Source: an optimization exercise on an open RTL-to-GDS flow (aim: small area, a short achievable clock period and few clock cycles per item). Production flows keep margins and buffers that such runs may drop.
Where RTL was checked, it was by simulation tests only, not by an equivalence proof against the original.

==> run H: inputs <==
==> flow/design.v (excerpt) <==
module rational_arithmetic_unit (
  input  logic        clk_i,
  input  logic        rst_ni,
  input  logic        in_valid,
  output logic        in_ready,
  input  logic [2:0]  in_func,
  input  logic [31:0] in_left_numerator,
  input  logic [31:0] in_left_denominator,
  input  logic [31:0] in_right_numerator,
  input  logic [31:0] in_right_denominator,
  output logic        out_valid,
  input  logic        out_ready,
  output logic [31:0] out_result_numerator,
  output logic [30:0] out_result_denominator,
  output logic        out_is_equal,
  output logic [1:0]  out_status
);
  rau_back u_back (
    .clk_i      (clk_i),
    .rst_ni     (rst_ni),
    .in_valid_i (in_valid),
    .in_ready_o (in_ready),
    .func_i     (in_func),
    .ln_i       (in_left_numerator),
    .ld_i       (in_left_denominator),
    .rn_i       (in_right_numerator),
    .rd_i       (in_right_denominator),
    .out_valid_o(out_valid),
    .out_ready_i(out_ready),
    .num_o      (out_result_numerator),
    .den_o      (out_result_denominator),
  ...
export LEC_CHECK = 0
export CAP_MARGIN = 20
export CORE_MARGIN = 2
export CORE_UTILIZATION = 40
export PLACE_DENSITY = 0.6
export SLEW_MARGIN = 20
create_clock -name core_clock -period 12.0 [get_ports {clk_i}]
standard.sh (not shown) runs the stock make flow with config.mk's settings and CLKGATE_MAP_FILE= SYNTH_SCRIPT=/design/flow/synth_recipe.tcl, a recipe that flattens the netlist after the stock synthesis.
==> flow/flow/run.sh <==
#!/bin/bash
# The standard layout, with repair_timing asked for extra setup slack so
# that the design is sized for a shorter clock than the 12 ns constraint.
set -o pipefail
bash standard.sh SETUP_SLACK_MARGIN=6.5 finish > flow_standard.log 2>&1
==> inputs of run R, as changes to run H <==
--- a/flow/design.v
+++ b/flow/design.v
@@ -11,34 +11,41 @@
   localparam logic [1:0] ST_DIV_ZERO = 2'd2;
   localparam logic [1:0] ST_OVERFLOW = 2'd3;
 endpackage
 module rau_gcd (
   input  logic [63:0] v_i,
   output logic [6:0]  lz_o
 );
-  logic [15:0] z4;
-  logic [1:0]  c4 [16];
-  for (genvar g = 0; g < 16; g++) begin : g_l4
-    logic [3:0] n;
-    assign n      = v_i[4*g+3:4*g];
-    assign z4[g]  = (n == 4'd0);
-    assign c4[g]  = n[3] ? 2'd0 : n[2] ? 2'd1 : n[1] ? 2'd2 : 2'd3;
-  end
-  logic [3:0] z16;
-  logic [3:0] c16 [4];
-  for (genvar g = 0; g < 4; g++) begin : g_l16
-    assign z16[g] = &z4[4*g+3:4*g];
-    assign c16[g] = !z4[4*g+3] ? {2'd0, c4[4*g+3]} :
-                    !z4[4*g+2] ? {2'd1, c4[4*g+2]} :
-                    !z4[4*g+1] ? {2'd2, c4[4*g+1]} : {2'd3, c4[4*g]};
-  end
-  assign lz_o = !z16[3] ? {3'd0, c16[3]} :
-                !z16[2] ? {3'd1, c16[2]} :
-                !z16[1] ? {3'd2, c16[1]} :
-                !z16[0] ? {3'd3, c16[0]} : 7'd64;
+  logic [31:0] v1;
+  logic [31:0] c1;
+  for (genvar g = 0; g < 32; g++) begin : g1
+    assign v1[g] = v_i[2*g+1] | v_i[2*g];
+    assign c1[g] = ~v_i[2*g+1];
+  end
+  logic [15:0] v2; logic [1:0] c2 [16];
+  for (genvar g = 0; g < 16; g++) begin : g2
+    assign v2[g] = v1[2*g+1] | v1[2*g];
+    assign c2[g] = v1[2*g+1] ? {1'b0, c1[2*g+1]} : {1'b1, c1[2*g]};
+  end
+  logic [7:0] v3; logic [2:0] c3 [8];
+  for (genvar g = 0; g < 8; g++) begin : g3
+    assign v3[g] = v2[2*g+1] | v2[2*g];
+    assign c3[g] = v2[2*g+1] ? {1'b0, c2[2*g+1]} : {1'b1, c2[2*g]};
+  end
+  logic [3:0] v4; logic [3:0] c4 [4];
+  for (genvar g = 0; g < 4; g++) begin : g4
+    assign v4[g] = v3[2*g+1] | v3[2*g];
+    assign c4[g] = v3[2*g+1] ? {1'b0, c3[2*g+1]} : {1'b1, c3[2*g]};
+  end
+  logic [1:0] v5; logic [4:0] c5 [2];
+  for (genvar g = 0; g < 2; g++) begin : g5
+    assign v5[g] = v4[2*g+1] | v4[2*g];
+    assign c5[g] = v4[2*g+1] ? {1'b0, c4[2*g+1]} : {1'b1, c4[2*g]};
+  end
+  assign lz_o = !(v5[1] | v5[0]) ? 7'd64 : v5[1] ? {2'b00, c5[1]} : {2'b01, c5[0]};
 endmodule
 module rau_back (
   input  logic        clk_i,
   input  logic        rst_ni,
   input  logic        in_valid_i,
   output logic        in_ready_o,
   input  logic [2:0]  func_i,
@@ -51,18 +58,19 @@
   output logic [31:0] num_o,
   output logic [30:0] den_o,
   output logic        eq_o,
   output logic [1:0]  status_o
 );
   logic        s_idle_q, s_early_q, s_mul_q, s_comb_q, s_i1_q, s_i2_q, s_align_q, s_quot_q;
   logic        f_mul_q, f_div_q, f_md_q, f_mdn_q, f_eq_q, f_neg_q, f_sub_q, f_as_q;
-  logic        sa_q, sb_q, fa_q, fb_q, fc_q, add_q, rneg_q, nfirst_q;
+  logic        sa_q, sb_q, fa_q, fb_q, fc_q, rneg_q, nfirst_q;
   logic        sticky_q, ov_q, eq_q, last_q, mlast_q, zero_q;
   logic [1:0]  status_q, pst_q;
   logic [5:0]  cnt_q;
+  logic [3:0]  jm1_q;
   logic [6:0]  z1_q;
   logic [5:0]  bud_q;
   logic        pb1_q, pb2_q;
   logic [31:0] ra_q, rb_q;
   logic [34:0] h1_q, h2_q, h3_q;
   logic [31:0] l1_q, l2_q, l3_q;
   logic [31:0] t_q, s_q;
@@ -70,27 +78,47 @@
   assign ln_s = ln_i[31];
   assign ld_s = ld_i[31];
   assign rn_s = rn_i[31];
   assign rd_s = rd_i[31];
   logic       early, in_neg;
   logic [1:0] early_st;
   assign in_neg = (func_i == rau_pkg::FUNC_NEG);
+  logic in_add;
+  assign in_add = (func_i[2:1] == 2'b00) && ((ln_s ^ ld_s) == (rn_s ^ rd_s ^ func_i[0]));
   always_comb begin
     early    = 1'b1;
     early_st = rau_pkg::ST_OK;
     if (func_i > rau_pkg::FUNC_EQ) begin
       early_st = rau_pkg::ST_OK;
     end else if (ld_i == '0 || (!in_neg && rd_i == '0)) begin
       early_st = rau_pkg::ST_ZERO_DEN;
     end else if (func_i == rau_pkg::FUNC_DIV && rn_i == '0) begin
       early_st = rau_pkg::ST_DIV_ZERO;
     end else begin
       early = 1'b0;
     end
   end
+  function automatic logic [14:0] sig_pairs(input logic [31:0] y);
+    logic [30:0] d;
+    d = y[30:0] ^ {31{y[31]}};
+    for (int k = 0; k < 15; k++) sig_pairs[k] = d[2*k+1] | d[2*k+2];
+  endfunction
+  logic [31:0] mult1_in, mult2_in;
+  logic [14:0] sp;
+  logic [3:0]  jm1_in;
+  assign mult1_in = in_neg ? 32'd1 : (func_i == rau_pkg::FUNC_DIV) ? rn_i : rd_i;
+  assign mult2_in = in_neg ? 32'd1 : (func_i == rau_pkg::FUNC_DIV) ? rd_i : rn_i;
+  assign sp       = sig_pairs(rn_i) | sig_pairs(rd_i);
+  always_comb begin
+    jm1_in = 4'd0;
+    for (int k = 0; k < 15; k++) begin
+      if (sp[k]) jm1_in = 4'(k + 1);
+    end
+    if (in_neg) jm1_in = 4'd0;
+  end
   logic [31:0] m1, m2;
   logic [34:0] s1, s2, s3;
   function automatic logic [35:0] booth_pp(input logic [31:0] m, input logic [2:0] dg,
                                            input logic flip);
     logic [34:0] v;
     logic        n;
     case (dg)
@@ -102,14 +130,18 @@
     booth_pp = {v ^ {35{n}}, n};
   endfunction
   function automatic logic [34:0] booth_add(input logic [34:0] h, input logic [35:0] pp);
     logic [35:0] t;
     t = {h, 1'b1} + pp;
     booth_add = t[35:1];
   endfunction
+  logic [31:0] lmask;
+  always_comb begin
+    for (int i = 0; i < 16; i++) lmask[2*i +: 2] = {2{({1'b0, 4'(i)} + {1'b0, jm1_q}) >= 5'd15}};
+  end
   assign m1  = f_mdn_q ? rb_q : ra_q;
   assign m2  = f_mdn_q ? ra_q : rb_q;
   assign s1  = booth_add(h1_q, booth_pp(m1, {l1_q[1:0], pb1_q}, fa_q));
   logic [64:0] a_v;
   logic [63:0] b_v;
   logic [65:0] addsub;
   logic        qb;
@@ -118,18 +150,20 @@
   logic [63:0] bsh;
   logic [33:0] tsum, ssum;
   logic [33:0] xt_n, xs_n;
   logic        t_fit, s_fit, xt_fit, xs_fit;
   logic        b_zero, ovf, done;
   assign a_v = {h1_q[32:0], l1_q};
   assign b_v = {h2_q[31:0], l2_q};
-  assign addsub = {1'b0, a_v} + ({2'b00, b_v} ^ {66{!add_q}}) + {65'd0, !add_q};
+  logic [65:0] b66;
+  assign b66    = {h2_q[33:32], b_v};
+  assign addsub = {1'b0, a_v} + ~b66 + 66'd1;
   assign qb   = ~addsub[65];
   logic selq;
-  assign selq = (qb | add_q) & !(s_i1_q | s_i2_q);
+  assign selq = qb & !(s_i1_q | s_i2_q);
   assign asel = selq ? addsub[64:0] : a_v;
   rau_gcd u_lzb (.v_i(b_v), .lz_o(zb));
   assign bsh = b_v << zb[5:0];
   logic [35:0] pp2, pp3;
   logic [35:0] topa, topb, sopa, sopb;
   logic [35:0] tsum36, ssum36;
   assign pp2 = booth_pp(m2,   {l2_q[1:0], pb2_q}, fb_q);
@@ -170,23 +204,25 @@
   assign b_zero = (b_v == '0);
   assign ovf    = sticky_q || !t_fit || !s_fit || (!b_zero && (zb >= {1'b0, bud_q}));
   assign done   = ovf || b_zero;
   logic [6:0] kd;
   assign kd   = zb - z1_q;
   logic [6:0] kk;
   assign kk   = nfirst_q ? kd : 7'd0 - kd;
-  assign in_ready_o  = s_idle_q;
+  logic acc;
+  assign acc         = s_idle_q | (s_early_q & !ov_q) | (s_comb_q & f_eq_q & !ov_q);
+  assign in_ready_o  = acc;
   assign out_valid_o = ov_q;
   assign num_o       = t_q & {32{!zero_q}};
   assign den_o       = s_q[30:0] & {31{!zero_q}};
   assign eq_o        = eq_q;
   assign status_o    = status_q;
   logic comb_go, comb_fin, comb_swap, i1_zero, align_fin, fin, quot_exit;
-  assign comb_go   = s_comb_q & !ov_q & !f_eq_q & (!f_as_q | add_q | qb);
-  assign comb_swap = s_comb_q & !ov_q & f_as_q & !add_q & !qb;
+  assign comb_go   = s_comb_q & !ov_q & !f_eq_q & (!f_as_q | qb);
+  assign comb_swap = s_comb_q & !ov_q & f_as_q & !qb;
   assign comb_fin  = s_comb_q & !ov_q & f_eq_q;
   assign i1_zero   = s_i1_q & !ov_q & b_zero;
   assign align_fin = s_align_q & done;
   assign fin       = (s_early_q & !ov_q) | comb_fin | align_fin | i1_zero;
   assign quot_exit = s_quot_q & (last_q | sticky_q | !xt_fit | !xs_fit);
   always_ff @(posedge clk_i or negedge rst_ni) begin
     if (!rst_ni) begin
@@ -198,19 +234,14 @@
       s_i2_q    <= 1'b0;
       s_align_q <= 1'b0;
       s_quot_q  <= 1'b0;
       ov_q      <= 1'b0;
     end else begin
       if (out_ready_i) ov_q <= 1'b0;
       if (fin) ov_q <= 1'b1;
-      if (s_idle_q && in_valid_i) begin
-        s_idle_q  <= 1'b0;
-        s_early_q <= early;
-        s_mul_q   <= !early;
-      end
       if (s_early_q && !ov_q) begin
         s_early_q <= 1'b0;
         s_idle_q  <= 1'b1;
       end
       if (s_mul_q && mlast_q) begin
         s_mul_q  <= 1'b0;
         s_comb_q <= !f_mdn_q;
@@ -238,98 +269,102 @@
         s_idle_q  <= done;
         s_quot_q  <= !done;
       end
       if (quot_exit) begin
         s_quot_q  <= 1'b0;
         s_align_q <= 1'b1;
       end
+      if (acc && in_valid_i) begin
+        s_idle_q  <= 1'b0;
+        s_comb_q  <= 1'b0;
+        s_early_q <= early;
+        s_mul_q   <= !early;
+      end
     end
   end
   always_ff @(posedge clk_i) begin
-    if (s_idle_q) begin
+    if (acc) begin
       f_mul_q  <= (func_i == rau_pkg::FUNC_MUL);
       f_div_q  <= (func_i == rau_pkg::FUNC_DIV);
       f_md_q   <= (func_i[2:1] == 2'b01);
       f_mdn_q  <= (func_i[2:1] == 2'b01) || in_neg;
       rneg_q   <= in_neg ? ~(ln_s ^ ld_s) : (ln_s ^ ld_s ^ rn_s ^ rd_s);
       f_eq_q   <= (func_i == rau_pkg::FUNC_EQ);
       f_neg_q  <= in_neg;
       f_sub_q  <= (func_i == rau_pkg::FUNC_SUB);
       f_as_q   <= (func_i[2:1] == 2'b00);
       sa_q     <= ln_s ^ ld_s;
       sb_q     <= rn_s ^ rd_s;
       fa_q     <= in_neg ? ld_s : (func_i[2:1] == 2'b01) ? (ld_s ^ ((func_i == rau_pkg::FUNC_DIV) ? rn_s : rd_s))
                                                         : (ln_s ^ rd_s);
       fb_q     <= in_neg ? ln_s : (func_i[2:1] == 2'b01) ? (ln_s ^ ((func_i == rau_pkg::FUNC_DIV) ? rd_s : rn_s))
-                                                        : (ld_s ^ rn_s);
+                                                        : (ld_s ^ rn_s ^ in_add);
       fc_q     <= ld_s ^ rd_s;
-      add_q    <= 1'b0;
       pst_q    <= early_st;
       sticky_q <= 1'b0;
       cnt_q    <= '0;
       pb1_q    <= 1'b0;
       pb2_q    <= 1'b0;
       h1_q     <= '0;
       h2_q     <= '0;
       h3_q     <= '0;
       ra_q     <= ln_i;
       rb_q     <= ld_i;
       l3_q     <= '0;
-      l1_q     <= in_neg ? 32'd1 : (func_i == rau_pkg::FUNC_DIV) ? rn_i : rd_i;
-      l2_q     <= in_neg ? 32'd1 : (func_i == rau_pkg::FUNC_DIV) ? rd_i : rn_i;
-      mlast_q  <= in_neg;
+      l1_q     <= mult1_in;
+      l2_q     <= mult2_in;
+      jm1_q    <= jm1_in;
+      mlast_q  <= (jm1_in == 4'd0);
     end
     if (fin) begin
       status_q <= s_early_q ? pst_q : (align_fin && ovf) ? rau_pkg::ST_OVERFLOW : rau_pkg::ST_OK;
-      eq_q     <= comb_fin && (addsub[63:0] == '0) && (sa_q == sb_q || a_v == '0);
+      eq_q     <= comb_fin && (a_v[63:0] == b_v) && (sa_q == sb_q || a_v == '0);
       zero_q <= !(i1_zero || (align_fin && !ovf));
       if (i1_zero) begin
         t_q <= '0;
         s_q <= 32'd1;
       end
     end
     if (s_mul_q) begin
       cnt_q   <= cnt_q + 6'd1;
-      mlast_q <= (cnt_q == 6'd14);
+      mlast_q <= (cnt_q[3:0] + 4'd1 == jm1_q);
       h1_q    <= {{2{s1[34]}}, s1[34:2]};
       h2_q    <= {{2{s2[34]}}, s2[34:2]};
       h3_q    <= {{2{s3[34]}}, s3[34:2]};
-      l1_q    <= {s1[1:0], l1_q[31:2]};
-      l2_q    <= {s2[1:0], l2_q[31:2]};
+      l1_q    <= {s1[1:0], l1_q[31:2]} & (mlast_q ? lmask : '1);
+      l2_q    <= {s2[1:0], l2_q[31:2]} & (mlast_q ? lmask : '1);
       l3_q    <= {s3[1:0], l3_q[31:2]};
       pb1_q   <= l1_q[1];
       pb2_q   <= l2_q[1];
-      if (mlast_q) add_q <= f_as_q && (sa_q == (sb_q ^ f_sub_q));
     end
     if (comb_go) begin
-      {h2_q[31:0], l2_q} <= asel[63:0];
+      {h2_q[33:0], l2_q} <= {2'b00, asel[63:0]};
       {h1_q[32:0], l1_q} <= {1'b0, h3_q[31:0], l3_q};
       rneg_q <= sa_q;
-      add_q  <= 1'b0;
     end
     if (comb_swap) begin
       {h1_q[32:0], l1_q} <= {1'b0, b_v};
-      {h2_q[31:0], l2_q} <= asel[63:0];
+      {h2_q[33:0], l2_q} <= {2'b00, asel[63:0]};
       sa_q <= sb_q ^ f_sub_q;
       sb_q <= sa_q ^ f_sub_q;
     end
     if (s_i1_q && !ov_q) begin
       {h1_q[32:0], l1_q} <= {1'b0, bsh};
-      {h2_q[31:0], l2_q} <= asel[63:0];
+      {h2_q[33:0], l2_q} <= {2'b00, asel[63:0]};
       z1_q <= zb;
       nfirst_q <= !qb;
     end
     if (s_i2_q) begin
       if (nfirst_q) begin
-        {h2_q[31:0], l2_q} <= bsh;
+        {h2_q[33:0], l2_q} <= {2'b00, bsh};
         cnt_q  <= kd[5:0];
         last_q <= (kd[5:0] == 6'd0);
       end else begin
         {h1_q[32:0], l1_q} <= {1'b0, bsh};
-        {h2_q[31:0], l2_q} <= asel[63:0];
+        {h2_q[33:0], l2_q} <= {2'b00, asel[63:0]};
         cnt_q  <= 6'd0 - kd[5:0];
         last_q <= (kd[5:0] == 6'd0);
       end
       bud_q <= 6'd32 - kk[5:0];
       if (kk[6] || kk[5]) sticky_q <= 1'b1;
       ra_q <= nfirst_q ? 32'd0 : rneg_q ? '1 : 32'd1;
       t_q  <= nfirst_q ? (rneg_q ? '1 : 32'd1) : 32'd0;
@@ -341,30 +376,30 @@
     if (s_align_q) begin
       ra_q <= t_q;
       t_q  <= tsum[31:0];
       rb_q <= s_q;
       s_q  <= ssum[31:0];
       l3_q <= '0;
       h3_q <= '0;
-      {h2_q[31:0], l2_q} <= bsh;
+      {h2_q[33:0], l2_q} <= {2'b00, bsh};
       cnt_q  <= zb[5:0];
       last_q <= (zb[5:0] == 6'd0);
       bud_q  <= bud_q - zb[5:0];
     end
     if (s_quot_q) begin
       l3_q <= xt_n[31:0];
       h3_q <= {3'b000, xs_n[31:0]};
       if (!xt_fit || !xs_fit) sticky_q <= 1'b1;
       if (!last_q) begin
         {h1_q[32:0], l1_q} <= {asel[63:0], 1'b0};
         cnt_q  <= cnt_q - 6'd1;
         last_q <= (cnt_q == 6'd1);
       end else begin
         {h1_q[32:0], l1_q} <= {1'b0, b_v};
-        {h2_q[31:0], l2_q} <= asel[63:0];
+        {h2_q[33:0], l2_q} <= {2'b00, asel[63:0]};
       end
     end
   end
 endmodule
 module rational_arithmetic_unit (
   input  logic        clk_i,
   input  logic        rst_ni,
==> flow/flow/run.sh (replaced) <==
#!/bin/bash
# The standard layout, with repair_timing asked for extra setup slack so
# that the design is sized for a shorter clock than the 12 ns constraint.
set -o pipefail
bash standard.sh SETUP_SLACK_MARGIN=7 finish > flow_standard.log 2>&1
==> notes <==
- Run H ran to the end with no violations. Run R produced a clean layout.
- Against run H, the clock skew of run R is lower by 7.0 ps.
- Of run H and run R, run R has the higher final cell count (gap 4.7%, measured against run R).
- Against run R, the first-iteration DRC count of run H is smaller by about 23%.
- Of run R and run H, run H has the higher global-route usage (gap 1.6 points).
- In run R the synthesized cell count is larger than in run H, by 6.3%.
==> figures <==
Result of the run: run H finished clean; run R finished clean
Post-DR vias/cell: run H 6.99; run R 6.94
Largest register FFs: run H 34; run R 35
Nonclk buf count: run H 438; run R 424
Cell Count, Final, Fillers Out: run H 6677; run R 7003
# Taps: run H 1380; run R 1391
Sequential cell count: run H 375; run R 380
Post-layout min period: run H 5590 ps; run R 5190 ps
Worst hold slack across all endpoints: run H 459 ps; run R 478 ps
Testbench counts of run R, summed over its fixed seeds: cycles 60,459, items 1,280.
Only the layout flow was run in run H; the RTL was not checked for function there.

port drivers added, routing unchanged:
How much do the figures lean on ideal ports? The routed layouts below were timed once more, with nothing changed but the port constraints. Step 1, drivers: a clkbuf_16 drives clk_i and a buf_2 each remaining input, both assumed. Step 2 adds t to the input delays and takes it off the output delays; t is the mean of the earliest and latest rising clock arrival at the registers after step 1. Input paths then give back, and output paths get back, about the clock's delay inside the block. Three values: no drivers, after step 1, after step 2; two values: the first two.
run	t, ns	setup slack, ns	hold WS [ns]	worst register clock-pin slew, ns	cell pins on the clock port's net
run H	0.722	6.406 / 6.406 / 6.120	0.459 / 0.459 / 0.459	0.08 / 0.08	1
run R	0.704	6.814 / 6.814 / 6.465	0.478 / 0.478 / 0.478	0.07 / 0.07	1
After both steps every run listed still meets setup and hold. For run R, which loses most, drivers alone change the setup slack by 0.000 ns; drivers and shift together by -0.349 ns.
